Source: an optimization exercise on an open RTL-to-GDS flow (aim: small area, a short achievable clock period and few clock cycles). Production flows keep margins and buffers that such runs may drop. Where RTL was checked, it was by simulation tests only, not by an equivalence proof against the original. The RTL of runs 3 to 6 was laid out without a check of its function. Power is estimated from default activity; no workload was simulated.

**flow/design.v**
```verilog
`timescale 1ns/1ps
package codma_pkg;
    localparam int ADDR_W         = 32;
    localparam int DATA_W         = 32;
    localparam int BYTES_PER_WORD = 4;
    localparam int PKT_WORDS      = 8;
    localparam int BUF_IDX_W      = 3;
    localparam int DESC_WORDS     = 4;
    typedef enum logic [DATA_W-1:0] {
        TASK_SINGLE = 32'd0,
        TASK_BURST  = 32'd1
    } task_type_e;
    typedef enum logic [DATA_W-1:0] {
        STATUS_DONE    = 32'd0,
        STATUS_PENDING = 32'd1,
        STATUS_ERROR   = 32'd2
    } status_e;
    typedef struct packed {
        logic [DATA_W-1:0] kind;
        logic [ADDR_W-1:0] src;
        logic [ADDR_W-1:0] dst;
        logic [DATA_W-1:0] len;
    } task_desc_t;
    typedef enum logic [2:0] {
        CTRL_IDLE,
        CTRL_FETCH,
        CTRL_COPY,
        CTRL_FINISH,
        CTRL_ERROR,
        CTRL_WAIT_STATUS
    } ctrl_state_e;
    typedef enum logic [1:0] {
        COPY_IDLE,
        COPY_READ,
        COPY_WRITE
    } copy_state_e;
endpackage
`timescale 1ns/1ps
module codma_top(
    input  logic                         clk_i,
    input  logic                         reset_n_i,
    input  logic                         start_i,
    input  logic [codma_pkg::ADDR_W-1:0] task_pointer_i,
    input  logic [codma_pkg::ADDR_W-1:0] status_pointer_i,
    output logic                         busy_o,
    output logic                         irq_o,
    output logic                         bus_req_o,
    output logic                         bus_we_o,
    output logic [codma_pkg::ADDR_W-1:0] bus_addr_o,
    output logic [codma_pkg::DATA_W-1:0] bus_wdata_o,
    input  logic [codma_pkg::DATA_W-1:0] bus_rdata_i,
    input  logic                         bus_ack_i,
    input  logic                         bus_error_i
);
    logic fetch_r;      
    logic pend_r;       
    logic read_r;       
    logic write_r;      
    logic fin_r;        
    logic busy_r;
    logic req_r;        
    logic we_r;
    logic irq_r;
    logic pend_err_r;   
    logic burst_r;      
    logic [2:0]  cnt_r;
    logic [31:0] addr_r;     
    logic [31:0] next_r;     
    logic [29:0] words_r;    
    logic        last_r;     
    logic [31:0] buf_r [8];  
    logic resp;
    logic desc_last;
    logic desc_ok;
    logic pkt_last;
    logic copy;
    logic copy_end;
    logic fin_end, fin_retry;
    logic sel_sp, sel_next, step;
    logic s_tp, s_sp, s_nx, s_inc;
    logic [31:0] addr_carry;   
    logic [29:0] words_zero;   
    logic        dec;
    assign resp      = bus_ack_i | bus_error_i;
    assign desc_last = fetch_r && (cnt_r[1:0] == 2'd3);
    assign desc_ok   = (bus_rdata_i != 32'd0) &&
                       (buf_r[5][31:1] == 31'd0) &&
                       (buf_r[5][0] ? (bus_rdata_i[4:0] == 5'd0) : (bus_rdata_i[1:0] == 2'd0));
    assign pkt_last  = !burst_r || (cnt_r == 3'd7);
    assign copy      = read_r || write_r;
    assign copy_end  = (write_r && bus_ack_i && last_r) || (copy && bus_error_i);
    assign fin_end   = fin_r && (bus_ack_i || (bus_error_i && buf_r[0][1]));
    assign fin_retry = fin_r && bus_error_i && !buf_r[0][1];
    assign busy_o      = busy_r;
    assign irq_o       = irq_r;
    assign bus_req_o   = req_r;
    assign bus_we_o    = we_r;
    assign bus_addr_o  = addr_r;
    assign bus_wdata_o = buf_r[0];
    always_ff @(posedge clk_i or negedge reset_n_i) begin
        if (!reset_n_i) begin
            fetch_r <= 1'b0;
            pend_r  <= 1'b0;
            read_r  <= 1'b0;
            write_r <= 1'b0;
            fin_r   <= 1'b0;
            busy_r  <= 1'b0;
            req_r   <= 1'b0;
            we_r    <= 1'b0;
            irq_r   <= 1'b0;
        end else begin
            irq_r <= fin_end;
            if (!busy_r) begin
                if (start_i) begin
                    busy_r  <= 1'b1;
                    req_r   <= 1'b1;
                    fetch_r <= 1'b1;
                end
            end else if (fetch_r) begin
                if (bus_error_i) begin
                    fetch_r <= 1'b0;
                    fin_r   <= 1'b1;
                    we_r    <= 1'b1;
                end else if (bus_ack_i && desc_last) begin
                    fetch_r <= 1'b0;
                    pend_r  <= desc_ok;
                    fin_r   <= !desc_ok;
                    we_r    <= 1'b1;
                end
            end else if (pend_r) begin
                if (resp) begin
                    pend_r <= 1'b0;
                    read_r <= 1'b1;
                    we_r   <= 1'b0;
                end
            end else if (copy) begin
                if (copy_end) begin
                    read_r  <= 1'b0;
                    write_r <= 1'b0;
                    fin_r   <= 1'b1;
                    we_r    <= 1'b1;
                end else if (bus_ack_i && pkt_last) begin
                    read_r  <= write_r;
                    write_r <= read_r;
                    we_r    <= read_r;
                end
            end else if (fin_end) begin
                fin_r  <= 1'b0;
                busy_r <= 1'b0;
                req_r  <= 1'b0;
                we_r   <= 1'b0;
            end
        end
    end
    assign sel_sp   = (fetch_r && (bus_error_i || (bus_ack_i && desc_last))) ||
                      copy_end || pend_r || fin_r;
    assign sel_next = copy && bus_ack_i && pkt_last;
    assign step     = bus_ack_i;
    always_comb begin
        logic grp;
        addr_carry = '0;
        grp = 1'b1;
        for (int g = 2; g < 32; g += 4) begin
            addr_carry[g] = grp;
            for (int i = g + 1; i < g + 4 && i < 32; i++) begin
                addr_carry[i] = addr_carry[i - 1] & addr_r[i - 1];
            end
            grp = grp & (&addr_r[g +: 4]);
        end
        words_zero = '0;
        grp = 1'b1;
        for (int g = 0; g < 30; g += 4) begin
            words_zero[g] = grp;
            for (int i = g + 1; i < g + 4 && i < 30; i++) begin
                words_zero[i] = words_zero[i - 1] & !words_r[i - 1];
            end
            grp = grp & ~(|words_r[g +: 4]);
        end
    end
    assign s_tp  = !busy_r;
    assign s_nx  = busy_r && ((pend_r && resp) || (sel_next && !copy_end));
    assign s_sp  = busy_r && !(pend_r && resp) && sel_sp;
    assign s_inc = busy_r && !s_nx && !s_sp;
    always_ff @(posedge clk_i) begin
        addr_r <= ({32{s_tp}}  & task_pointer_i) |
                  ({32{s_sp}}  & status_pointer_i) |
                  ({32{s_nx}}  & next_r) |
                  ({32{s_inc}} & (addr_r ^ ({32{step}} & addr_carry)));
    end
    always_ff @(posedge clk_i) begin
        if (desc_last || (pend_r && resp)) begin
            next_r <= buf_r[6];
        end else if (sel_next) begin
            next_r <= addr_r ^ ({32{step}} & addr_carry);   
        end
    end
    always_ff @(posedge clk_i) begin
        if (!busy_r || pend_r) begin
            cnt_r <= 3'd0;
        end else begin
            cnt_r <= cnt_r + {2'd0, bus_ack_i};
        end
    end
    always_ff @(posedge clk_i) begin
        if (!busy_r) begin
            pend_err_r <= 1'b0;
        end else if (pend_r && bus_error_i) begin
            pend_err_r <= 1'b1;
        end
    end
    assign dec = write_r && bus_ack_i;
    always_ff @(posedge clk_i) begin
        if (desc_last) begin
            words_r <= bus_rdata_i[31:2];
            last_r  <= (bus_rdata_i[31:2] == 30'd1);
            burst_r <= buf_r[5][0];
        end else begin
            words_r <= words_r ^ ({30{dec}} & words_zero);
            if (write_r && bus_ack_i) begin
                last_r <= (words_r == 30'd2);
            end
        end
    end
    logic        b0_code, b0_rd, b0_sh, b0_hold;
    logic        code_pend, code_done;
    logic [31:0] code;
    assign b0_code   = (fetch_r && bus_error_i) || (desc_last && bus_ack_i) || copy_end || fin_retry;
    assign code_pend = desc_last && bus_ack_i && desc_ok;
    assign code_done = copy_end && !bus_error_i && !pend_err_r;
    assign code      = {30'd0, !code_pend && !code_done, code_pend};
    assign b0_rd     = !b0_code && read_r && bus_ack_i && !burst_r;
    assign b0_sh     = !b0_code && !b0_rd && resp;
    assign b0_hold   = !b0_code && !resp;
    always_ff @(posedge clk_i) begin
        if (resp) begin
            for (int i = 1; i < 7; i++) begin
                buf_r[i] <= buf_r[i + 1];
            end
            buf_r[7] <= bus_rdata_i;
        end
        buf_r[0] <= ({32{b0_code}} & code) |
                    ({32{b0_rd}}   & bus_rdata_i) |
                    ({32{b0_sh}}   & buf_r[1]) |
                    ({32{b0_hold}} & buf_r[0]);
    end
endmodule
```
**flow/flow/run.sh**
```bash
#!/bin/bash
# The standard layout (the standard.sh) with two changes: every port is buffered with
# sky130_fd_sc_hd__buf_1 instead of the cell buffer_ports picks by itself, and clock tree
# synthesis inserts no dummy loads and uses the clustering below. The make output goes to
# standard.log in this folder.
set -euo pipefail
cat >> config.mk <<'EOC'
export BUFFER_PORTS_ARGS = -buffer_cell sky130_fd_sc_hd__buf_1
export CTS_ARGS = -sink_clustering_enable -repair_clock_nets -dont_use_dummy_load -sink_clustering_size 16 -sink_clustering_max_diameter 80 -buf_list sky130_fd_sc_hd__clkbuf_8
EOC
bash standard.sh > standard.log 2>&1
```
**flow/standard.sh**
```bash
#!/bin/bash
# synth_recipe.tcl (not shown) runs the flow's synth.tcl, then flattens the netlist and writes it again
# the make line also repeats each setting of config.mk as NAME=value (left out here)
make -C /OpenROAD-flow-scripts/flow DESIGN_CONFIG=/design/flow/config.mk WORK_HOME=/design/flow/orfs CLKGATE_MAP_FILE= SYNTH_SCRIPT=/design/flow/synth_recipe.tcl "${@:-finish}"
```
**flow/config.mk**
```make
export PLATFORM = sky130hd
export DESIGN_NAME = codma_top
export DESIGN_NICKNAME = codma_top
export VERILOG_FILES = /design/flow/design.v
export SDC_FILE = /design/flow/constraint.sdc
export NUM_CORES = 4
export LEC_CHECK = 0
export CAP_MARGIN = 20
export CORE_MARGIN = 2
export CORE_UTILIZATION = 55
export PLACE_DENSITY = 0.85
export SETUP_SLACK_MARGIN = 3.6
export SLEW_MARGIN = 20
export BUFFER_PORTS_ARGS = -buffer_cell sky130_fd_sc_hd__buf_1
export CTS_ARGS = -sink_clustering_enable -repair_clock_nets -dont_use_dummy_load -sink_clustering_size 16 -sink_clustering_max_diameter 80 -buf_list sky130_fd_sc_hd__clkbuf_8
```
**flow/constraint.sdc**
```tcl
create_clock -name core_clock -period 6.0 [get_ports {clk_i}]
set_input_delay 1.2000 -clock core_clock [delete_from_list [all_inputs] [get_ports {clk_i}]]
set_output_delay 1.2000 -clock core_clock [all_outputs]
set_load 0.01 [all_outputs]
```
==> impl_metrics.env, run 1 <==
export IMPL_outcome="no timing/DRC/antenna violations"
export IMPL_overflow=0
export IMPL_cts_sinks=365
export IMPL_layout_commonest_cell="edfxtp_1"
export IMPL_synth_warnings=4
export IMPL_nets=1250
export IMPL_maxCapViolations=0
export IMPL_initial_core_util_pct=56.0
export IMPL_synth_top_area_share_pct=57.1
export IMPL_utilization_pct=62.8
export IMPL_rrSetupSlack_ns=3.75
export IMPL_synth_edf_count=258
export IMPL_path_class="in2reg"
export IMPL_fmax_mhz=413
export IMPL_peakVddDrop_v=0.000246
export IMPL_vias=9004
export IMPL_cp_data_required_time_ns=6.17
export IMPL_p_leak_nw=5.14
export IMPL_rr_worst_depth=6
export IMPL_drt_iter0_markers=1700
export IMPL_place_area_um2=14600
export IMPL_worstPathArrival_ns=2.59
export IMPL_clockBufferDepth=3
export IMPL_synth_flop_cell="edfxtp_1"
export IMPL_clock_latency_ns=0.57
export IMPL_grt_pass1_vias=8431
export IMPL_root_buffer="clkbuf_8"
export IMPL_ant_nets=0
export IMPL_netlist_area_um2=13600
export IMPL_power_density_nw_per_um2=424
export IMPL_port_buffer_count=168
export IMPL_syn_instance_count=971
export IMPL_antenna_found_initial=0
export IMPL_synth_top_area_cell="edfxtp_1"
export IMPL_avgSynthCellArea_um2=14.0
export IMPL_hold_depth=0
export IMPL_hold_end="buf_r[6][29]"
export IMPL_rows=57
export IMPL_first_pass_iters=9
export IMPL_die_x_um=161
export IMPL_areaGrowthSynthToFinish_pct=12.2
export IMPL_finalHoldViolCount=0
export IMPL_end_kind="flop"
export IMPL_worstMarginPinSlew_ns=1.10
export IMPL_holdCritPathClass="reg2reg"
export IMPL_grt_pass1_wl_mm=47.3
export IMPL_hold_buffers=0
export IMPL_hpwl_mm=21.4
export IMPL_r2r_end="addr_r[1]"
export IMPL_cts_tree="yes"
export IMPL_r2r_start="busy_r"
export IMPL_place_congestion=0.918
export IMPL_drt_total_wl_mm=32.1
export IMPL_layout_drive_gt1_share_pct=10.8
export IMPL_crit_path_start_kind="input port"
export IMPL_placed_cells=1428
export IMPL_drc=0
export IMPL_fin_crit_ns=2.42
export IMPL_via_per_inst=6.13
export IMPL_max_slew_margin_rel_pct=26.6
export IMPL_coreArea_um2=24200
export IMPL_hp_start="buf_r[7][29]"
export IMPL_mostFrequentLayoutCells="edfxtp_1 (258), buf_1 (165), nand2_1 (95), dfxtp_1 (77), o21ai_0 (61)"
export IMPL_critPathMaxFanout=225
export IMPL_yosys_top_cells_area="edfxtp_1 (57%), dfxtp_1 (14%), o21ai_0 (3.0%)"
export IMPL_grt_usage_pct=23.8
export IMPL_clk_pin_slew_ns=0.10
export IMPL_async_flop_share_pct=2.47
export IMPL_fin_total_pwr_mw=6.47
export IMPL_fin_area_um2=15200
export IMPL_dieArea_um2=26000
export IMPL_wl_per_cell_um=21.8
export IMPL_synth_seq_cells=365
export IMPL_yosysSeqAreaShare_pct=73.2
export IMPL_rsz0062_at_grt="yes"
export IMPL_numCtsBuffers=26
export IMPL_ys_types=62
export IMPL_ios=169
export IMPL_chipHeight_um=161
export IMPL_grt_max_degree=226
export IMPL_synth_fp_nets=1076
export IMPL_setup_violations=0
export IMPL_fin_cells=1469
export IMPL_finalMaxSlewViolations=0
export IMPL_htreeDepth=1
export IMPL_final_period_utilization_pct=40.3
export IMPL_fin_tns_setup_ns=0
export IMPL_skew_ns=0.0247
[per-layer routing]
metal / global-route usage (%) / up-vias / part of all wire (%) / wire length [um]
met5: 0 / - / 0 / 0
met4: 8.28 / 0 / 3.7 / 1190
met3: 3.13 / 80 / 9.8 / 3140
met2: 38.9 / 510 / 47 / 15200
met1: 33.2 / 4387 / 39 / 12500
li1: - / 4027 / - / -
[cell usage after synthesis, drive strengths merged, types with 3 or more instances]
cell type  count
xor2          28
a22oi         37
nor3          17
o21a           4
a21oi         40
o211ai         6
dfrtp          9
o21ai         91
edfxtp       258
and3           5
nand2         96
mux2           3
dfxtp         98
a21o           4
nand4         18
nor4          28
nor4b          4
ha             4
buf           19
or3            4
a222oi        27
nand2b         3
or2            3
xnor2         25
clkbuf        25
o31ai          3
nor2          60
inv           10
nand3         19
[worst max-delay path, stage by stage]
cell and delay (ns):
buf_2 0.25, nor2_4 0.11, clkinvlp_4 0.13, buf_16 0.68
[cell families after synthesis]
logic type / after synthesis / share of synthesized area [%]
xor gates and xnor gates: 53 / 3.42
and+or+nand+nor: 265 / 10.1
buffers and inverters: 54 / 1.71
AOI/OAI and AO/OA: 227 / 10.9
adders and majority gates: 4 / 0.369
muxes: 3 / 0.249
DFF: 365 / 73.2
[area by class of cell]
type	count	area, um2
flip-flops and latches	365	9960
inverters	10	41.3
fillers	1779	9020
diodes	2	5.00
clock buffers	26	358
well taps	324	405
repair buffers	188	856
multi-input cells	554	3600
[power breakdown]
group	internal, mW	switching [mW]	total [mW]
Combinational	0.622	0.950	1.57
Sequential	3.32	0.466	3.79
Clock	0.389	0.712	1.10
Total	4.34	2.13	6.47
[registers in the layout, indices dropped and copies added (netlist names)]
register,flops
burst_r,1
req_r,1
fin_r,1
next_r,32
busy_r,1
we_r,1
fetch_r,1
words_r,30
irq_r,1
write_r,1
addr_r,32
pend_r,1
last_r,1
buf_r,256
pend_err_r,1
cnt_r,3
read_r,1
[metrics by stage]
| stage | worst slack, ns | hold WS (ns) |
|---|---|---|
| after CTS | 3.57 | 0.414 |
| after detailed placement | 2.16 | 0.405 |
| after global routing | 3.56 | 0.419 |
| final | 3.58 | 0.413 |
| after floorplan | -0.0477 | 0.400 |
| after global placement | 2.31 | 0.400 |
[what timing repair did]
| action | in CTS | in global routing |
|---|---|---|
| buffers inserted | 5 | 6 |
| pin swaps | 1 | 7 |
| hold endpoints to repair | 0 | 0 |
| setup endpoints to repair | 383 | 316 |
| gates cloned | 1 | 1 |
| resized for setup | 25 | 24 |
[worst max-delay path by stage]
stage	start	endpoint	slack [ns]	cells after the start
floorplan	bus_error_i	next_r[0]	-0.05	6
global placement	bus_ack_i	next_r[15]	2.31	6
detailed placement	bus_ack_i	next_r[14]	2.16	6
CTS	addr_r[2]	bus_addr_o[2]	3.57	1
global route	bus_error_i	pend_r	3.56	7
finish	bus_error_i	buf_r[3][30]	3.58	4
Testbench counts, summed over its fixed seeds: cycles 33,685.
==> inputs of run 2 (changes only) <==
--- a/flow/config.mk
+++ b/flow/config.mk
@@ -8,7 +8,7 @@
 export CAP_MARGIN = 20
 export CORE_MARGIN = 2
 export CORE_UTILIZATION = 55
-export PLACE_DENSITY = 0.85
+export PLACE_DENSITY = 0.75
 export SETUP_SLACK_MARGIN = 3.6
 export SLEW_MARGIN = 20
 export BUFFER_PORTS_ARGS = -buffer_cell sky130_fd_sc_hd__buf_1
==> impl_metrics.env, run 2 <==
export IMPL_cp_cell_sequence="buf_1"
export IMPL_cp_slowest_stage_delay_ns=0.43
export IMPL_switching_share_pct=32.4
export IMPL_pwr_share_comb_pct=24.1
export IMPL_worst_slack_ns=3.64
export IMPL_critPathTopFamily="flip-flops"
export IMPL_worstMarginPinSlew_ns=0.724
export IMPL_grt_pass1_vias=8314
export IMPL_outcome="no timing/DRC/antenna violations"
export IMPL_hp_start="buf_r[3][27]"
export IMPL_place_area_um2=14600
export IMPL_holdCritPathClass="reg2reg"
export IMPL_fill_cells=1850
export IMPL_drt_iter0_markers=1048
export IMPL_finalHoldViolCount=0
export IMPL_avgSynthCellArea_um2=14.0
export IMPL_grt_max_degree=69
export IMPL_rsz0062_at_grt="no"
export IMPL_finalMaxSlewViolations=0
export IMPL_insertedDiodeCount=0
export IMPL_htreeDepth=1
export IMPL_maxCapViolations=0
export IMPL_nets=1252
export IMPL_path_class="reg2out"
export IMPL_skew_ns=0.0313
export IMPL_crit_buf_inv=1
export IMPL_power_density_nw_per_um2=420
export IMPL_async_flop_share_pct=2.47
export IMPL_mostFrequentLayoutCells="edfxtp_1 (258), buf_1 (161), nand2_1 (95), dfxtp_1 (74), o21ai_0 (61)"
export IMPL_synth_seq_cells=365
export IMPL_wl_per_cell_um=21.1
export IMPL_initial_core_util_pct=56.0
export IMPL_synth_warnings=4
export IMPL_gr_usage_met1_pct=32.9
export IMPL_place_congestion=0.849
export IMPL_r2r_start="write_r"
export IMPL_overflow=0
export IMPL_vias=8762
export IMPL_via_per_inst=5.96
export IMPL_switchingPower_mw=2.08
export IMPL_end_kind="output pin"
export IMPL_synth_common_cells="edfxtp_1 (258), dfxtp_1 (98), nand2_1 (96)"
export IMPL_cts_tree="yes"
export IMPL_hold_buffers=0
export IMPL_chipHeight_um=161
export IMPL_max_slew_margin_rel_pct=51.6
export IMPL_utilization_pct=63.2
export IMPL_largest_register_ffs=256
export IMPL_areaGrowthSynthToFinish_pct=12.9
export IMPL_cp_data_required_time_ns=4.80
export IMPL_crit_path_start_kind="flop"
export IMPL_port_buffer_count=168
export IMPL_antenna_found_initial=0
export IMPL_grt_use_met2_pct=38.6
export IMPL_fmax_mhz=424
export IMPL_layout_commonest_cell="edfxtp_1"
export IMPL_grt_usage_pct=23.5
export IMPL_synth_flop_cell="edfxtp_1"
export IMPL_fin_total_pwr_mw=6.43
export IMPL_power_frac_seq_pct=58.7
export IMPL_rows=57
export IMPL_crit_slowest_cell="dfxtp_1"
export IMPL_p_leak_nw=5.18
export IMPL_synth_fp_nets=1076
export IMPL_numCtsBuffers=26
export IMPL_drt_total_wl_mm=31.0
export IMPL_grt_busiest_layer="met2"
export IMPL_hpwl_mm=20.8
export IMPL_internal_power_mw=4.35
export IMPL_dieArea_um2=26000
export IMPL_drc=0
export IMPL_layout_drive_gt1_share_pct=11.6
export IMPL_peakVddDrop_v=0.000233
export IMPL_ant_nets=0
export IMPL_coreArea_um2=24200
export IMPL_crit_start="addr_r[26]"
export IMPL_worstPathArrival_ns=1.16
export IMPL_critPathMaxFanout=4
export IMPL_fin_area_um2=15300
export IMPL_grt_pass1_wl_mm=47.0
export IMPL_top_regs="buf_r x256, addr_r x32, next_r x32"
export IMPL_fin_crit_ns=2.36
export IMPL_ys_types=62
export IMPL_synth_top_area_share_pct=57.1
export IMPL_final_period_utilization_pct=39.3
export IMPL_pre_cts_slack_ns=2.26
export IMPL_synth_edf_count=258
export IMPL_cts_sinks=365
export IMPL_met3_usage_pct=3.49
export IMPL_synth_most_common_cell="edfxtp_1"
export IMPL_setup_violations=0
export IMPL_clockBufferDepth=3
export IMPL_top_register="buf_r"
export IMPL_pwr_share_clk_pct=17.2
export IMPL_yosys_top_cells_area="edfxtp_1 (57%), dfxtp_1 (14%), o21ai_0 (3.0%)"
export IMPL_first_pass_iters=10
export IMPL_clk_pin_slew_ns=0.09
export IMPL_clock_latency_ns=0.58
export IMPL_yosysSeqAreaShare_pct=73.2
export IMPL_die_x_um=161
export IMPL_ios=169
export IMPL_root_buffer="clkbuf_8"
export IMPL_synth_top_area_cell="edfxtp_1"
export IMPL_syn_instance_count=971
export IMPL_netlist_area_um2=13600
## run 2: cell types whose count changed in the layout (fill, tap and decap cells not counted), moves of 2 or more
cell,before,now
buf_4,14,12
diode_2,2,0
buf_1,165,161
clkbuf_2,1,5
nor2_4,1,3
dfxtp_2,20,24
buf_6,3,5
nor2_2,2,0
dfxtp_1,77,74
## run 2: layer usage
| metal | routed length, um | up-vias |
|---|---|---|
| met5 | 0 | - |
| met3 | 2430 | 64 |
| met2 | 15000 | 351 |
| li1 | - | 4030 |
| met1 | 12600 | 4317 |
| met4 | 934 | 0 |
## run 2: area by class of cell
class / count / area (um2) / share of cell area, %
clock buffers: 26 / 358 / 2.34
inverters: 10 / 46.3 / 0.302
multi-input cells: 554 / 3630 / 23.7
flip-flops and latches: 365 / 9970 / 65.0
well taps: 324 / 405 / 2.65
repair buffers: 190 / 916 / 5.98
## run 2: through the flow
step | std cells | hold slack, ns | TNS (ns)
detailed placement | 1429 | 0.405 | 0
global route | 1469 | 0.421 | 0
CTS | 1463 | 0.419 | 0
global placement | 1429 | 0.400 | 0
finish | 1469 | 0.411 | 0
floorplan | 971 | 0.400 | -1.56
## run 2: power groups by stage
stage | sequential (mW) | clock [mW] | combinational, mW
6_report | 3.78 | 1.10 | 1.55
5_1_grt | 3.84 | 1.20 | 1.70
4_1_cts | 3.76 | 1.12 | 1.48
3_5_place_dp | 3.81 | 0 | 1.41
3_3_place_gp | 3.79 | 0 | 1.36
2_1_floorplan | 3.76 | 0 | 0.961
## run 2: worst paths after layout
check	cells past startpoint	slack, ns	end
max in group asynchronous	1	5.12	busy_r
setup reg to reg	6	3.73	addr_r[17]
min in group asynchronous	1	0.54	irq_r
hold / removal	0	0.41	buf_r[2][27]
hold reg to reg	0	0.41	buf_r[2][27]
setup / recovery	1	3.64	bus_addr_o[26]
## run 2: cells by family (layout without fill, tap and decap cells)
logic type / count (synthesis) / in the layout / synth area share [%]
flip-flops: 365 / 365 / 73.2
AND/OR/NAND/NOR: 265 / 265 / 10.1
AO/OA/AOI/OAI: 227 / 229 / 10.9
buffers and inverters: 54 / 226 / 1.71
XOR/XNOR: 53 / 53 / 3.42
adder cells (fa/ha/maj): 4 / 4 / 0.369
multiplexers: 3 / 3 / 0.249
## run 2: timing repair
| action | in CTS | in global routing |
|---|---|---|
| buffers inserted | 5 | 6 |
| gates resized for setup | 30 | 29 |
| pin swaps | 5 | 6 |
| setup endpoints to repair | 343 | 172 |
| gates cloned | 3 | 0 |
==> inputs of run 3 (changes only) <==
--- a/flow/design.v
+++ b/flow/design.v
@@ -65,6 +65,7 @@
     logic burst_r;      
     logic [2:0]  cnt_r;
     logic [31:0] addr_r;     
+    logic [31:0] addr_o_r;   
     logic [31:0] next_r;     
     logic [29:0] words_r;    
     logic        last_r;     
@@ -95,7 +96,7 @@
     assign irq_o       = irq_r;
     assign bus_req_o   = req_r;
     assign bus_we_o    = we_r;
-    assign bus_addr_o  = addr_r;
+    assign bus_addr_o  = addr_o_r;
     assign bus_wdata_o = buf_r[0];
     always_ff @(posedge clk_i or negedge reset_n_i) begin
         if (!reset_n_i) begin
@@ -181,11 +182,14 @@
     assign s_nx  = busy_r && ((pend_r && resp) || (sel_next && !copy_end));
     assign s_sp  = busy_r && !(pend_r && resp) && sel_sp;
     assign s_inc = busy_r && !s_nx && !s_sp;
-    always_ff @(posedge clk_i) begin
-        addr_r <= ({32{s_tp}}  & task_pointer_i) |
+    logic [31:0] addr_d;
+    assign addr_d = ({32{s_tp}}  & task_pointer_i) |
                   ({32{s_sp}}  & status_pointer_i) |
                   ({32{s_nx}}  & next_r) |
                   ({32{s_inc}} & (addr_r ^ ({32{step}} & addr_carry)));
+    always_ff @(posedge clk_i) begin
+        addr_r   <= addr_d;
+        addr_o_r <= addr_d;
     end
     always_ff @(posedge clk_i) begin
         if (desc_last || (pend_r && resp)) begin
==> impl_metrics.env, run 3 <==
export IMPL_path_class="in2reg"
export IMPL_insertedDiodeCount=0
export IMPL_power_frac_seq_pct=58.1
export IMPL_p_leak_nw=5.18
export IMPL_grt_pass1_wl_mm=47.1
export IMPL_cts_sinks=365
export IMPL_synth_top_area_share_pct=57.1
export IMPL_ant_nets=0
export IMPL_holdCritPathClass="reg2reg"
export IMPL_yosys_top_cells_area="edfxtp_1 (57%), dfxtp_1 (14%), o21ai_0 (3.0%)"
export IMPL_hold_buffers=0
export IMPL_yosysSeqAreaShare_pct=73.2
export IMPL_vias=8869
export IMPL_drt_total_wl_mm=31.6
export IMPL_peakVddDrop_v=0.000268
export IMPL_fill_cells=1794
export IMPL_die_x_um=161
export IMPL_rr_worst_depth=5
export IMPL_fin_crit_ns=2.39
export IMPL_via_per_inst=6.04
export IMPL_synth_top_area_cell="edfxtp_1"
export IMPL_cp_data_required_time_ns=6.46
export IMPL_top_regs="buf_r x256, addr_r x32, next_r x32"
export IMPL_seq_area_um2=9970
export IMPL_areaGrowthSynthToFinish_pct=12.8
export IMPL_hpwl_mm=20.8
export IMPL_final_period_utilization_pct=39.8
export IMPL_clk_pin_slew_ns=0.11
export IMPL_mostFrequentLayoutCells="edfxtp_1 (258), buf_1 (165), nand2_1 (95), dfxtp_1 (78), o21ai_0 (61)"
export IMPL_critPathMaxFanout=4
export IMPL_first_pass_iters=6
export IMPL_dieArea_um2=26000
export IMPL_numCtsBuffers=26
export IMPL_port_buffer_count=168
export IMPL_fmax_mhz=419
export IMPL_pwr_share_clk_pct=17.1
export IMPL_hp_start="buf_r[3][30]"
export IMPL_crit_path_start_kind="input port"
export IMPL_setup_violations=0
export IMPL_avgSynthCellArea_um2=14.0
export IMPL_synth_flop_cell="edfxtp_1"
export IMPL_pre_cts_slack_ns=2.04
export IMPL_ys_types=62
export IMPL_timing_hold_ws_ns=0.403
export IMPL_synth_seq_cells=365
export IMPL_switchingPower_mw=2.11
export IMPL_syn_instance_count=971
export IMPL_worstMarginPinSlew_ns=0.741
export IMPL_outcome="no timing/DRC/antenna violations"
export IMPL_pwr_share_comb_pct=24.8
export IMPL_hold_depth=0
export IMPL_root_buffer="clkbuf_8"
export IMPL_grt_max_degree=87
export IMPL_chipHeight_um=161
export IMPL_hold_end="buf_r[2][30]"
export IMPL_initial_core_util_pct=56.0
export IMPL_cts_tree="yes"
export IMPL_power_density_nw_per_um2=424
export IMPL_synth_edf_count=258
export IMPL_end_kind="flop"
export IMPL_synth_most_common_cell="edfxtp_1"
export IMPL_r2r_end="next_r[30]"
export IMPL_rrSetupSlack_ns=3.72
export IMPL_antenna_found_initial=0
export IMPL_max_slew_margin_rel_pct=50.5
export IMPL_rows=57
export IMPL_overflow=0
export IMPL_grt_usage_pct=23.6
export IMPL_drc=0
export IMPL_coreArea_um2=24200
export IMPL_worstPathArrival_ns=2.85
export IMPL_finalHoldViolCount=0
export IMPL_layout_drive_gt1_share_pct=10.5
export IMPL_wl_per_cell_um=21.5
export IMPL_netlist_area_um2=13600
export IMPL_largest_register_ffs=256
export IMPL_multi_input_area_um2=3590
export IMPL_clockBufferDepth=3
export IMPL_grt_pass1_vias=8258
export IMPL_gr_usage_met1_pct=33.6
export IMPL_finalMaxSlewViolations=0
export IMPL_top_register="buf_r"
export IMPL_place_congestion=0.882
export IMPL_grt_use_met2_pct=38.4
export IMPL_worst_slack_ns=3.61
export IMPL_skew_ns=0.0355
export IMPL_synth_common_cells="edfxtp_1 (258), dfxtp_1 (98), nand2_1 (96)"
export IMPL_maxCapViolations=0
export IMPL_nets=1251
export IMPL_switching_share_pct=32.5
export IMPL_drt_iter0_markers=1236
export IMPL_internal_power_mw=4.38
export IMPL_async_flop_share_pct=2.47
export IMPL_layout_commonest_cell="edfxtp_1"
export IMPL_synth_fp_nets=1076
export IMPL_ios=169
export IMPL_grt_busiest_layer="met2"
export IMPL_met3_usage_pct=3.44
export IMPL_synth_warnings=4
export IMPL_htreeDepth=1
export IMPL_rsz0062_at_grt="no"
export IMPL_r2r_start="addr_r[14]"
export IMPL_clock_latency_ns=0.57
[run 3: metrics by stage]
| stage | total power, mW | util (%) | cells | instance area, um2 | TNS [ns] |
|---|---|---|---|---|---|
| floorplan | 4.72 | - | 971 | 13700 | -1.56 |
| global placement | 5.15 | 60.2 | 1429 | 14600 | 0 |
| detailed placement | 5.21 | 60.2 | 1429 | 14600 | 0 |
| CTS | 6.40 | 62.6 | 1463 | 15200 | 0 |
| global route | 6.79 | 63.1 | 1468 | 15300 | 0 |
| finish | 6.49 | 63.1 | 1468 | 15300 | 0 |
[run 3: how the worst max path moves through the flow]
stage                           endpoint            from  slack [ns]  cells after the start
after floorplan                next_r[0]     bus_error_i       -0.05                      6
after global placement            pend_r       bus_ack_i        2.08                      8
after detailed placement          pend_r       bus_ack_i        2.04                      8
after CTS                  bus_addr_o[3]       addr_r[3]        3.57                      1
after global routing      bus_addr_o[10]      addr_r[10]        3.60                      1
final                        buf_r[0][0]  bus_rdata_i[7]        3.61                      6
[run 3: timing repair]
| item | CTS | global route |
|---|---|---|
| buffers inserted | 6 | 4 |
| setup endpoints to repair | 330 | 102 |
| gates resized for setup | 27 | 25 |
| pin swaps | 5 | 6 |
| cloned | 2 | 1 |
[run 3: critical path: stages]
cell and delay, ns:
buf_1 0.16, nor4_1 0.42, nand4_1 0.24, nor4b_4 0.41, nor3_1 0.14, a211o_1 0.28
[run 3: power groups by stage]
stage / sequential [mW] / combinational [mW] / clock [mW]
5_1_grt: 3.83 / 1.75 / 1.21
3_3_place_gp: 3.78 / 1.37 / 0
6_report: 3.77 / 1.61 / 1.11
3_5_place_dp: 3.80 / 1.41 / 0
4_1_cts: 3.75 / 1.52 / 1.13
2_1_floorplan: 3.76 / 0.961 / 0
[run 3: cell type report]
class                      instances  area share [%]
multi-input combinational        553            23.4
sequential                       365            65.1
clock buffer                      26            2.34
tap                              324            2.65
timing repair buffer             190            6.19
inverter                          10           0.302
[run 3: metal layers]
layer  up-vias  share of wire, %
met1      4381                41
met2       410                48
li1       4028                 -
met4         0               2.6
met3        50               8.5
met5         -                 0
[run 3: kinds of logic after synthesis]
| family | count (synthesis) | share of synthesized area [%] |
|---|---|---|
| adder cells (fa/ha/maj) | 4 | 0.369 |
| AO/OA/AOI/OAI | 227 | 10.9 |
| AND/OR/NAND/NOR | 265 | 10.1 |
| flip-flops | 365 | 73.2 |
| multiplexers | 3 | 0.249 |
| XOR/XNOR | 53 | 3.42 |
| buffers and inverters | 54 | 1.71 |
==> inputs of run 4 (changes only) <==
--- a/flow/config.mk
+++ b/flow/config.mk
@@ -9,7 +9,7 @@
 export CORE_MARGIN = 2
 export CORE_UTILIZATION = 55
 export PLACE_DENSITY = 0.75
-export SETUP_SLACK_MARGIN = 3.6
+export SETUP_SLACK_MARGIN = 3.8
 export SLEW_MARGIN = 20
 export BUFFER_PORTS_ARGS = -buffer_cell sky130_fd_sc_hd__buf_1
 export CTS_ARGS = -sink_clustering_enable -repair_clock_nets -dont_use_dummy_load -sink_clustering_size 16 -sink_clustering_max_diameter 80 -buf_list sky130_fd_sc_hd__clkbuf_8
==> impl_metrics.env, run 4 <==
export IMPL_grt_max_degree=114
export IMPL_holdCritPathClass="reg2reg"
export IMPL_ant_nets=0
export IMPL_cts_sinks=365
export IMPL_coreArea_um2=24200
export IMPL_place_congestion=0.871
export IMPL_antenna_found_initial=0
export IMPL_die_x_um=161
export IMPL_hold_buffers=0
export IMPL_netlist_area_um2=13600
export IMPL_cp_slowest_stage_delay_ns=0.34
export IMPL_synth_flop_cell="edfxtp_1"
export IMPL_async_flop_share_pct=2.47
export IMPL_grt_pass1_wl_mm=51.5
export IMPL_vias=9848
export IMPL_outcome="no timing/DRC/antenna violations"
export IMPL_pre_cts_slack_ns=1.62
export IMPL_ys_types=62
export IMPL_worstMarginPinSlew_ns=0.652
export IMPL_drt_iter0_markers=1498
export IMPL_maxCapViolations=0
export IMPL_critPathMaxFanout=8
export IMPL_dr_max_layer_used="met4"
export IMPL_grt_pass1_vias=8914
export IMPL_finalMaxSlewViolations=0
export IMPL_crit_slowest_cell="a222oi_1"
export IMPL_route_met2_wl_mm=18.2
export IMPL_port_buffer_count=168
export IMPL_synth_top_area_share_pct=57.1
export IMPL_dieArea_um2=26000
export IMPL_path_class="in2reg"
export IMPL_initial_core_util_pct=56.0
export IMPL_p_leak_nw=6.16
export IMPL_wl_met1_mm=14.7
export IMPL_areaGrowthSynthToFinish_pct=26.2
export IMPL_first_pass_iters=9
export IMPL_synth_most_common_cell="edfxtp_1"
export IMPL_syn_instance_count=971
export IMPL_avgSynthCellArea_um2=14.0
export IMPL_htreeDepth=1
export IMPL_numCtsBuffers=26
export IMPL_nets=1335
export IMPL_wl_per_cell_um=24.9
export IMPL_drc=0
export IMPL_cp_data_required_time_ns=6.45
export IMPL_rrSetupSlack_ns=3.59
export IMPL_clock_latency_ns=0.58
export IMPL_worstPathArrival_ns=2.95
export IMPL_clockBufferDepth=3
export IMPL_final_period_utilization_pct=41.6
export IMPL_finalHoldViolCount=0
export IMPL_mostFrequentLayoutCells="edfxtp_1 (258), nand2_1 (91), buf_1 (90), buf_4 (78), buf_6 (74)"
export IMPL_via_per_inst=6.35
export IMPL_yosys_top_cells_area="edfxtp_1 (57%), dfxtp_1 (14%), o21ai_0 (3.0%)"
export IMPL_insertedDiodeCount=0
export IMPL_layout_commonest_cell="edfxtp_1"
export IMPL_synth_top_area_cell="edfxtp_1"
export IMPL_fin_crit_ns=2.50
export IMPL_worst_slack_ns=3.50
export IMPL_peakVddDrop_v=0.000262
export IMPL_hpwl_mm=21.2
export IMPL_synth_edf_count=258
export IMPL_fmax_mhz=401
export IMPL_root_buffer="clkbuf_8"
export IMPL_top_regs="buf_r x256, addr_r x32, next_r x32"
export IMPL_chipHeight_um=161
export IMPL_layout_drive_gt1_share_pct=30.1
export IMPL_overflow=0
export IMPL_fin_tns_setup_ns=0
export IMPL_setup_violations=0
export IMPL_rows=57
export IMPL_synth_common_cells="edfxtp_1 (258), dfxtp_1 (98), nand2_1 (96)"
export IMPL_clk_pin_slew_ns=0.11
export IMPL_largest_register_ffs=256
export IMPL_cp_cell_sequence="buf_8 -> buf_6 -> a21o_1 -> a221oi_4 -> buf_4 -> buf_6 -> a21oi_4 -> buf_4 -> a222oi_1 -> o21ai_1"
export IMPL_skew_ns=0.0181
export IMPL_cts_tree="yes"
export IMPL_synth_warnings=4
export IMPL_max_slew_margin_rel_pct=56.6
export IMPL_drt_total_wl_mm=38.6
export IMPL_crit_path_start_kind="input port"
export IMPL_ios=169
export IMPL_power_density_nw_per_um2=430
export IMPL_end_kind="flop"
export IMPL_rsz0062_at_grt="yes"
export IMPL_met3_length_mm=3.96
export IMPL_synth_seq_cells=365
export IMPL_top_register="buf_r"
export IMPL_grt_usage_pct=26.2
export IMPL_yosysSeqAreaShare_pct=73.2
export IMPL_synth_fp_nets=1076
==> run 4: cell types whose count changed in the layout (fill, tap and decap cells not counted), sizes merged <==
cell    before  now
buf        187  255
a21oi       41   43
clkbuf      28   40
nor2        60   61
bufbuf       1    2
clkinv       0    1
inv          9    8
==> run 4: cells by family after synthesis <==
| kind of cell | count (synthesis) | share of synthesized area [%] |
|---|---|---|
| buffers and inverters | 54 | 1.71 |
| multiplexers | 3 | 0.249 |
| AND/OR/NAND/NOR | 265 | 10.1 |
| AO/OA/AOI/OAI | 227 | 10.9 |
| flip-flops | 365 | 73.2 |
| XOR/XNOR | 53 | 3.42 |
| adder cells (fa/ha/maj) | 4 | 0.369 |
==> run 4: final timing paths <==
kind / start / to / cells after the start
worst max register to register: addr_r[16] / next_r[30] / 6
max in group asynchronous: reset_n_i / fetch_r / 1
worst max-delay path: bus_ack_i / addr_r[9] / 10
min in group asynchronous: reset_n_i / req_r / 1
worst min register to register: buf_r[3][31] / buf_r[2][31] / 0
worst min-delay path: buf_r[3][31] / buf_r[2][31] / 0
==> run 4: critical path: cells and delay by family <==
family / cells / cell delay (ns)
buffers and inverters: 5 / 0.68
AO/OA/AOI/OAI: 5 / 1.07
==> run 4: stage by stage <==
step | area, um2 | instances | hold slack, ns | power [mW] | utilization (%)
6_report | 17100 | 1552 | 0.415 | 7.36 | 70.6
5_1_grt | 17100 | 1552 | 0.422 | 7.61 | 70.6
4_1_cts | 16400 | 1519 | 0.418 | 6.97 | 67.8
3_5_place_dp | 14800 | 1427 | 0.405 | 5.27 | 60.9
3_3_place_gp | 14700 | 1426 | 0.401 | 5.22 | 60.8
2_1_floorplan | 13900 | 971 | 0.400 | 4.76 | -
==> run 4: area by class of cell <==
cell class              count  area (um2)
repair buffers            271        2210
well taps                 324         405
flip-flops and latches    365       10100
fillers                  1537        7120
inverters                  10        50.0
multi-input cells         556        4040
clock buffers              26         358
==> run 4: what timing repair did <==
| item | 4_1_cts | 5_1_grt |
|---|---|---|
| setup endpoints to repair | 451 | 365 |
| gates resized for setup | 236 | 81 |
| pin swaps | 11 | 41 |
| setup buffers | 60 | 28 |
| cloned | 6 | 5 |
| endpoints found under the hold margin | 0 | 0 |
==> run 4: report_power, final <==
| group | switching (mW) | internal (mW) |
|---|---|---|
| Combinational | 1.25 | 1.16 |
| Clock | 0.734 | 0.389 |
| Sequential | 0.456 | 3.37 |
| Total | 2.44 | 4.92 |
==> run 4: per-layer routing <==
metal  global-route usage, %  vias to the layer above
met3                    3.36                      136
met2                    41.7                      724
met1                    37.5                     4791
met4                    9.70                        0
li1                        -                     4197
met5                       0                        -
==> inputs of run 5 (changes only) <==
--- a/flow/design.v
+++ b/flow/design.v
@@ -65,7 +65,6 @@
     logic burst_r;      
     logic [2:0]  cnt_r;
     logic [31:0] addr_r;     
-    logic [31:0] addr_o_r;   
     logic [31:0] next_r;     
     logic [29:0] words_r;    
     logic        last_r;     
@@ -78,7 +77,8 @@
     logic copy_end;
     logic fin_end, fin_retry;
     logic sel_sp, sel_next, step;
-    logic s_tp, s_sp, s_nx, s_inc;
+    logic s_tp, s_sp, s_nx, s_inc, s_hld;
+    logic [31:0] addr_inc;
     logic [31:0] addr_carry;   
     logic [29:0] words_zero;   
     logic        dec;
@@ -96,7 +96,7 @@
     assign irq_o       = irq_r;
     assign bus_req_o   = req_r;
     assign bus_we_o    = we_r;
-    assign bus_addr_o  = addr_o_r;
+    assign bus_addr_o  = addr_r;
     assign bus_wdata_o = buf_r[0];
     always_ff @(posedge clk_i or negedge reset_n_i) begin
         if (!reset_n_i) begin
@@ -181,21 +181,21 @@
     assign s_tp  = !busy_r;
     assign s_nx  = busy_r && ((pend_r && resp) || (sel_next && !copy_end));
     assign s_sp  = busy_r && !(pend_r && resp) && sel_sp;
-    assign s_inc = busy_r && !s_nx && !s_sp;
-    logic [31:0] addr_d;
-    assign addr_d = ({32{s_tp}}  & task_pointer_i) |
+    assign s_inc = busy_r && !s_nx && !s_sp && step;
+    assign s_hld = busy_r && !s_nx && !s_sp && !step;
+    assign addr_inc = addr_r ^ addr_carry;
+    always_ff @(posedge clk_i) begin
+        addr_r <= ({32{s_tp}}  & task_pointer_i) |
                   ({32{s_sp}}  & status_pointer_i) |
                   ({32{s_nx}}  & next_r) |
-                  ({32{s_inc}} & (addr_r ^ ({32{step}} & addr_carry)));
-    always_ff @(posedge clk_i) begin
-        addr_r   <= addr_d;
-        addr_o_r <= addr_d;
+                  ({32{s_inc}} & addr_inc) |
+                  ({32{s_hld}} & addr_r);
     end
     always_ff @(posedge clk_i) begin
         if (desc_last || (pend_r && resp)) begin
             next_r <= buf_r[6];
         end else if (sel_next) begin
-            next_r <= addr_r ^ ({32{step}} & addr_carry);   
+            next_r <= addr_inc;
         end
     end
     always_ff @(posedge clk_i) begin
--- a/flow/config.mk
+++ b/flow/config.mk
@@ -8,8 +8,7 @@
 export CAP_MARGIN = 20
 export CORE_MARGIN = 2
 export CORE_UTILIZATION = 55
-export PLACE_DENSITY = 0.75
-export SETUP_SLACK_MARGIN = 3.8
+export SETUP_SLACK_MARGIN = 3.6
 export SLEW_MARGIN = 20
 export BUFFER_PORTS_ARGS = -buffer_cell sky130_fd_sc_hd__buf_1
 export CTS_ARGS = -sink_clustering_enable -repair_clock_nets -dont_use_dummy_load -sink_clustering_size 16 -sink_clustering_max_diameter 80 -buf_list sky130_fd_sc_hd__clkbuf_8
==> impl_metrics.env, run 5 <==
export IMPL_fin_cells=1487
export IMPL_grt_busiest_layer="met2"
export IMPL_r2r_start="addr_r[2]"
export IMPL_critPathMaxFanout=4
export IMPL_largest_register_ffs=256
export IMPL_synth_most_common_cell="edfxtp_1"
export IMPL_initial_core_util_pct=55.4
export IMPL_crit_path_start_kind="flop"
export IMPL_ios=169
export IMPL_worstMarginPinSlew_ns=0.819
export IMPL_placed_cells=1433
export IMPL_cts_sinks=365
export IMPL_cts_tree="yes"
export IMPL_synth_warnings=4
export IMPL_coreArea_um2=25000
export IMPL_top_regs="buf_r x256, addr_r x32, next_r x32"
export IMPL_cp_data_required_time_ns=6.47
export IMPL_utilization_pct=63.7
export IMPL_yosys_top_cells_area="edfxtp_1 (56%), dfxtp_1 (14%), o21ai_0 (2.6%)"
export IMPL_async_flop_share_pct=2.47
export IMPL_areaGrowthSynthToFinish_pct=14.8
export IMPL_numCtsBuffers=26
export IMPL_drc=0
export IMPL_drt_total_wl_mm=31.9
export IMPL_antenna_found_initial=0
export IMPL_grt_pass1_wl_mm=47.5
export IMPL_synth_top_area_share_pct=56.0
export IMPL_peakVddDrop_v=0.000226
export IMPL_final_period_utilization_pct=41.0
export IMPL_hold_end="buf_r[1][15]"
export IMPL_nets=1279
export IMPL_fmax_mhz=406
export IMPL_via_per_inst=5.82
export IMPL_yosysSeqAreaShare_pct=71.8
export IMPL_first_pass_iters=5
export IMPL_worst_slack_ns=3.54
export IMPL_rsz0062_at_grt="yes"
export IMPL_avgSynthCellArea_um2=14.3
export IMPL_hpwl_mm=20.5
export IMPL_place_area_um2=14900
export IMPL_crit_slowest_cell="nor4_4"
export IMPL_switching_share_pct=32.0
export IMPL_synth_flop_cell="edfxtp_1"
export IMPL_synth_top_area_cell="edfxtp_1"
export IMPL_pwr_share_comb_pct=27.0
export IMPL_fin_total_pwr_mw=6.78
export IMPL_dieArea_um2=26400
export IMPL_cp_cell_sequence="ha_4 -> nand3_4 -> nor4_4 -> and3_4 -> and2_4 -> and4_4 -> ha_4 -> nand2_2 -> xor2_1 -> o2bb2ai_1 -> a221o_1"
export IMPL_crit_buf_inv=0
export IMPL_fill_cells=1911
export IMPL_layout_drive_gt1_share_pct=15.1
export IMPL_end_kind="flop"
export IMPL_grt_max_degree=173
export IMPL_switchingPower_mw=2.17
export IMPL_top_register="buf_r"
export IMPL_maxCapViolations=0
export IMPL_timing_hold_ws_ns=0.407
export IMPL_clock_latency_ns=0.59
export IMPL_root_buffer="clkbuf_8"
export IMPL_mostFrequentLayoutCells="edfxtp_1 (258), buf_1 (150), nand2_1 (87), dfxtp_1 (72), o21ai_0 (69)"
export IMPL_wl_per_cell_um=21.5
export IMPL_synth_seq_cells=365
export IMPL_insertedDiodeCount=0
export IMPL_syn_instance_count=970
export IMPL_outcome="no timing/DRC/antenna violations"
export IMPL_path_class="reg2reg"
export IMPL_setup_violations=0
export IMPL_worstPathArrival_ns=2.93
export IMPL_pwr_share_clk_pct=16.4
export IMPL_finalMaxSlewViolations=0
export IMPL_r2r_end="addr_r[31]"
export IMPL_grt_usage_pct=24.0
export IMPL_grt_pass1_vias=8060
export IMPL_clockBufferDepth=3
export IMPL_port_buffer_count=168
export IMPL_cp_slowest_stage_delay_ns=0.40
export IMPL_fin_tns_setup_ns=0
export IMPL_hold_depth=0
export IMPL_power_density_nw_per_um2=427
export IMPL_rows=58
export IMPL_cp_common_cell="ha_4"
export IMPL_rr_worst_depth=11
export IMPL_vias=8659
export IMPL_ant_nets=0
export IMPL_met3_usage_pct=2.67
export IMPL_power_frac_seq_pct=56.6
export IMPL_chipHeight_um=163
export IMPL_synth_fp_nets=1090
export IMPL_skew_ns=0.0276
export IMPL_die_x_um=163
export IMPL_layout_commonest_cell="edfxtp_1"
export IMPL_internal_power_mw=4.61
export IMPL_place_congestion=0.837
export IMPL_fin_area_um2=15900
export IMPL_max_slew_margin_rel_pct=45.0
export IMPL_ys_types=60
export IMPL_rrSetupSlack_ns=3.54
export IMPL_fin_crit_ns=2.46
export IMPL_htreeDepth=1
export IMPL_synth_common_cells="edfxtp_1 (258), dfxtp_1 (98), nand2_1 (90)"
export IMPL_holdCritPathClass="reg2reg"
export IMPL_netlist_area_um2=13800
export IMPL_critPathTopFamily="simple AND/OR/NAND/NOR gates"
export IMPL_drt_iter0_markers=794
export IMPL_overflow=0
export IMPL_finalHoldViolCount=0
export IMPL_grt_use_met2_pct=37.9
export IMPL_synth_edf_count=258
export IMPL_p_leak_nw=5.56
export IMPL_clk_pin_slew_ns=0.11
export IMPL_pre_cts_slack_ns=2.19
export IMPL_gr_usage_met1_pct=35.6
export IMPL_hp_start="buf_r[2][15]"
[run 5: cell types whose count changed after synthesis, moves of 9 or more]
| cell | change |
|---|---|
| a221o_1 | +26 |
| o2bb2ai_1 | +26 |
| a21oi_1 | -25 |
| a222oi_1 | -23 |
| nor2_1 | -21 |
| clkbuf_1 | +18 |
| mux2i_1 | +17 |
| ha_1 | +15 |
| mux2_2 | +13 |
| buf_2 | -11 |
| o21ai_0 | -10 |
| a31oi_1 | +9 |
[run 5: metal layers]
| layer | share of wire (%) | wire [um] |
|---|---|---|
| met5 | 0 | 0 |
| met1 | 45 | 14400 |
| met2 | 47 | 15100 |
| met4 | 2.9 | 931 |
| met3 | 4.8 | 1530 |
[run 5: worst max path at each step]
stage / startpoint / to / cells after the start
after floorplan: bus_error_i / next_r[0] / 5
final: addr_r[2] / addr_r[31] / 11
after CTS: addr_r[6] / addr_r[31] / 10
after global placement: bus_error_i / next_r[28] / 8
after detailed placement: bus_error_i / next_r[11] / 8
after global routing: addr_r[2] / addr_r[31] / 11
[run 5: kinds of logic after synthesis]
family | share of synthesized area (%)
buffers and inverters | 1.72
adders and majority gates | 1.72
xor gates and xnor gates | 3.04
and+or+nand+nor | 8.49
AOI/OAI and AO/OA | 10.7
muxes | 2.53
DFF | 71.8
[run 5: cell type report]
cell class	instances	area [um2]	area share, %
Sequential cell	365	9980	62.8
Multi-Input combinational cell	543	3950	24.8
Timing Repair Buffer	210	1140	7.15
Tap cell	330	413	2.60
Clock buffer	26	358	2.25
Inverter	13	53.8	0.339
[run 5: power groups by stage]
stage | logic (mW) | registers, mW | clock network [mW]
CTS | 1.75 | 3.81 | 1.15
global route | 2.03 | 3.91 | 1.23
finish | 1.83 | 3.84 | 1.11
global placement | 1.59 | 3.85 | 0
floorplan | 1.07 | 3.81 | 0
detailed placement | 1.63 | 3.85 | 0
[run 5: worst reg2reg max path: cells and delay by family (launching register included)]
family / cells / cell delay (ns)
XOR/XNOR: 1 / 0.15
AND/OR/NAND/NOR: 6 / 1.19
adder cells (fa/ha/maj): 2 / 0.31
AO/OA/AOI/OAI: 2 / 0.33
flip-flops: 1 / 0.39
[run 5: repair_timing]
item                                    in CTS  in global routing
pin swaps                                    4                 11
hold buffers                                 0                  0
gates cloned                                 1                  1
buffers inserted                            16                 10
resized for setup                           51                 68
endpoints found under the setup margin     332                228
==> inputs of run 6 (changes only) <==
--- a/flow/design.v
+++ b/flow/design.v
@@ -178,11 +178,21 @@
             grp = grp & ~(|words_r[g +: 4]);
         end
     end
+    logic none;
+    logic sp_a, sp_e, sp_n, nx_a, nx_e, in_a, in_n;
+    assign none  = !bus_ack_i && !bus_error_i;
+    assign sp_a  = desc_last || (write_r && last_r) || fin_r;
+    assign sp_e  = fetch_r || copy || fin_r;
+    assign sp_n  = pend_r || fin_r;
+    assign nx_a  = pend_r || (copy && pkt_last && !(write_r && last_r));
+    assign nx_e  = pend_r;
+    assign in_a  = (fetch_r && !desc_last) || (copy && !pkt_last);
+    assign in_n  = fetch_r || copy;
     assign s_tp  = !busy_r;
-    assign s_nx  = busy_r && ((pend_r && resp) || (sel_next && !copy_end));
-    assign s_sp  = busy_r && !(pend_r && resp) && sel_sp;
-    assign s_inc = busy_r && !s_nx && !s_sp && step;
-    assign s_hld = busy_r && !s_nx && !s_sp && !step;
+    assign s_sp  = (bus_ack_i && sp_a) || (bus_error_i && sp_e) || (none && sp_n);
+    assign s_nx  = (bus_ack_i && nx_a) || (bus_error_i && nx_e);
+    assign s_inc = (bus_ack_i && in_a);
+    assign s_hld = (none && in_n);
     assign addr_inc = addr_r ^ addr_carry;
     always_ff @(posedge clk_i) begin
         addr_r <= ({32{s_tp}}  & task_pointer_i) |
@@ -233,10 +243,10 @@
     assign code_done = copy_end && !bus_error_i && !pend_err_r;
     assign code      = {30'd0, !code_pend && !code_done, code_pend};
     assign b0_rd     = !b0_code && read_r && bus_ack_i && !burst_r;
-    assign b0_sh     = !b0_code && !b0_rd && resp;
-    assign b0_hold   = !b0_code && !resp;
-    always_ff @(posedge clk_i) begin
-        if (resp) begin
+    assign b0_sh     = !b0_code && !b0_rd && bus_ack_i;
+    assign b0_hold   = !b0_code && !bus_ack_i;
+    always_ff @(posedge clk_i) begin
+        if (bus_ack_i) begin
             for (int i = 1; i < 7; i++) begin
                 buf_r[i] <= buf_r[i + 1];
             end
--- a/flow/config.mk
+++ b/flow/config.mk
@@ -8,6 +8,7 @@
 export CAP_MARGIN = 20
 export CORE_MARGIN = 2
 export CORE_UTILIZATION = 55
+export PLACE_DENSITY = 0.75
 export SETUP_SLACK_MARGIN = 3.6
 export SLEW_MARGIN = 20
 export BUFFER_PORTS_ARGS = -buffer_cell sky130_fd_sc_hd__buf_1
==> impl_metrics.env, run 6 <==
export IMPL_grt_usage_pct=23.6
export IMPL_drt_total_wl_mm=32.0
export IMPL_rrSetupSlack_ns=3.62
export IMPL_peakVddDrop_v=0.000269
export IMPL_worstPathArrival_ns=1.18
export IMPL_root_buffer="clkbuf_8"
export IMPL_fill_cells=1830
export IMPL_crit_buf_inv=1
export IMPL_via_per_inst=6.12
export IMPL_drc=0
export IMPL_cp_slowest_stage_delay_ns=0.44
export IMPL_hpwl_mm=21.1
export IMPL_yosys_top_cells_area="edfxtp_1 (56%), dfxtp_1 (14%), a222oi_1 (4.1%)"
export IMPL_wl_per_cell_um=21.7
export IMPL_synth_fp_nets=1092
export IMPL_finalMaxSlewViolations=0
export IMPL_htreeDepth=1
export IMPL_die_x_um=162
export IMPL_cp_data_required_time_ns=4.80
export IMPL_grt_pass1_wl_mm=47.5
export IMPL_ys_types=59
export IMPL_hold_depth=0
export IMPL_synth_top_area_cell="edfxtp_1"
export IMPL_grt_max_degree=76
export IMPL_numCtsBuffers=26
export IMPL_max_slew_margin_rel_pct=51.8
export IMPL_largest_register_ffs=256
export IMPL_holdCritPathClass="reg2reg"
export IMPL_areaGrowthSynthToFinish_pct=12.7
export IMPL_critPathMaxFanout=4
export IMPL_synth_top_area_share_pct=56.3
export IMPL_async_flop_share_pct=2.47
export IMPL_synth_warnings=4
export IMPL_grt_pass1_vias=8537
export IMPL_end_kind="output pin"
export IMPL_synth_most_common_cell="edfxtp_1"
export IMPL_crit_path_start_kind="flop"
export IMPL_fin_crit_ns=2.38
export IMPL_clk_pin_slew_ns=0.10
export IMPL_drt_iter0_markers=1236
export IMPL_synth_seq_cells=365
export IMPL_insertedDiodeCount=0
export IMPL_power_density_nw_per_um2=426
export IMPL_rr_worst_depth=8
export IMPL_ant_nets=0
export IMPL_final_period_utilization_pct=39.7
export IMPL_initial_core_util_pct=56.2
export IMPL_maxCapViolations=0
export IMPL_cp_cell_sequence="buf_1"
export IMPL_coreArea_um2=24500
export IMPL_clock_latency_ns=0.59
export IMPL_outcome="no timing/DRC/antenna violations"
export IMPL_worst_slack_ns=3.62
export IMPL_hp_start="buf_r[7][11]"
export IMPL_netlist_area_um2=13800
export IMPL_layout_drive_gt1_share_pct=12.3
export IMPL_avgSynthCellArea_um2=14.2
export IMPL_first_pass_iters=8
export IMPL_rows=57
export IMPL_worstMarginPinSlew_ns=0.723
export IMPL_fin_total_pwr_mw=6.61
export IMPL_r2r_end="next_r[30]"
export IMPL_fin_cells=1472
export IMPL_mostFrequentLayoutCells="edfxtp_1 (258), buf_1 (164), nand2_1 (79), dfxtp_1 (76), a222oi_1 (56)"
export IMPL_p_leak_nw=5.51
export IMPL_synth_edf_count=258
export IMPL_crit_slowest_cell="dfxtp_1"
export IMPL_nets=1270
export IMPL_port_buffer_count=168
export IMPL_clockBufferDepth=3
export IMPL_vias=9012
export IMPL_fin_tns_setup_ns=0
export IMPL_critPathTopFamily="flip-flops"
export IMPL_setup_violations=0
export IMPL_cts_tree="yes"
export IMPL_overflow=0
export IMPL_chipHeight_um=162
export IMPL_antenna_found_initial=0
export IMPL_finalHoldViolCount=0
export IMPL_pre_cts_slack_ns=2.14
export IMPL_skew_ns=0.0390
export IMPL_place_congestion=0.872
export IMPL_top_register="buf_r"
export IMPL_rsz0062_at_grt="yes"
export IMPL_synth_common_cells="edfxtp_1 (258), dfxtp_1 (98), nand2_1 (80)"
export IMPL_top_regs="buf_r x256, addr_r x32, next_r x32"
export IMPL_yosysSeqAreaShare_pct=72.2
export IMPL_r2r_start="addr_r[2]"
export IMPL_placed_cells=1426
export IMPL_path_class="reg2out"
export IMPL_dieArea_um2=26300
export IMPL_layout_commonest_cell="edfxtp_1"
export IMPL_cts_sinks=365
export IMPL_hold_end="buf_r[6][11]"
export IMPL_ios=169
export IMPL_fmax_mhz=420
export IMPL_synth_flop_cell="edfxtp_1"
export IMPL_syn_instance_count=972
## run 6: cell types whose count changed in the layout (fill, tap and decap cells not counted), sizes merged, moves of 21 or more
| cell | delta |
|---|---|
| xor2 | -21 |
| inv | +36 |
| o21ai | -23 |
| o2bb2ai | -27 |
| a221o | -24 |
| a222oi | +52 |
## run 6: cell families after synthesis
family | Yosys count | synth area share [%]
AOI/OAI and AO/OA | 197 | 10.8
buffers and inverters | 96 | 2.66
DFF | 365 | 72.2
and+or+nand+nor | 245 | 9.02
adders and majority gates | 19 | 1.73
xor gates and xnor gates | 25 | 1.59
muxes | 25 | 1.99
## run 6: final cells by class
type | count | area (um2) | area share, %
multi-input combinational | 513 | 3690 | 23.8
sequential | 365 | 9970 | 64.3
inverter | 47 | 176 | 1.14
clock buffer | 26 | 358 | 2.31
timing repair buffer | 197 | 911 | 5.87
tap | 324 | 405 | 2.61
## run 6: how the worst max path moves through the flow
stage	from	endpoint	slack [ns]	depth (start not counted)
3_5_place_dp	bus_ack_i	addr_r[7]	2.14	5
3_3_place_gp	bus_ack_i	addr_r[23]	2.27	5
2_1_floorplan	bus_ack_i	next_r[0]	3.37	5
4_1_cts	fetch_r	last_r	3.57	8
6_report	addr_r[28]	bus_addr_o[28]	3.62	1
5_1_grt	bus_rdata_i[17]	buf_r[0][1]	3.52	7
## run 6: metal layers
layer	routed length, um	share of wire, %	GRT usage, %
met5	0	0	0
met4	1120	3.5	8.29
met1	13200	41	33.0
met2	15200	47	38.1
met3	2510	7.8	3.65
## run 6: what timing repair did
| action | CTS | global route |
|---|---|---|
| setup buffers | 5 | 12 |
| hold buffers | 0 | 0 |
| gates resized for setup | 31 | 33 |
| gates cloned | 1 | 2 |
| pin swaps | 2 | 7 |
| endpoints found under the setup margin | 220 | 122 |
## run 6: metrics by stage
| stage | cell area (um2) | hold WS (ns) | util (%) |
|---|---|---|---|
| 3_5_place_dp | 14800 | 0.405 | 60.4 |
| 2_1_floorplan | 13900 | 0.400 | - |
| 5_1_grt | 15500 | 0.402 | 63.4 |
| 4_1_cts | 15300 | 0.404 | 62.5 |
| 6_report | 15500 | 0.407 | 63.4 |
| 3_3_place_gp | 14800 | 0.401 | 60.4 |
## run 6: where the power goes
| part | total (mW) | switching (mW) | internal (mW) | leakage [nW] |
|---|---|---|---|---|
| logic | 1.79 | 1.05 | 0.733 | 1.89 |
| clock network | 1.10 | 0.715 | 0.389 | 0.187 |
| registers | 3.72 | 0.440 | 3.28 | 3.43 |

-- separate check: timing with driven ports --
How much do the figures lean on ideal ports? The routed layouts below were timed once more, with nothing changed but the port constraints.
Step 1 assumes that a clkbuf_16 drives the clock port and a buf_2 every other input.
Step 2 times the ports against the registers' clock, not the clock port: input delays grow and output delays shrink by t, the midpoint of the rising clock arrivals with the driver on.
a / b / c = ideal / step 1 / step 2; a / b = the first two.
run	shift t [ns]	slack for setup (ns)	hold slack, ns
run 1	0.599	3.581 / 3.597 / 2.998	0.413 / 0.413 / 0.413
run 2	0.606	3.640 / 3.595 / 3.058	0.411 / 0.411 / 0.411
run 3	0.599	3.612 / 3.595 / 3.028	0.403 / 0.403 / 0.403
run 4	0.611	3.505 / 3.509 / 2.898	0.415 / 0.415 / 0.415
run 5	0.617	3.538 / 3.538 / 3.010	0.407 / 0.407 / 0.407
run 6	0.611	3.619 / 3.513 / 2.901	0.407 / 0.407 / 0.407
After both steps every run listed still meets setup and hold. For run 6, which loses most, drivers alone change the setup slack by -0.106 ns; drivers and shift together by -0.718 ns.
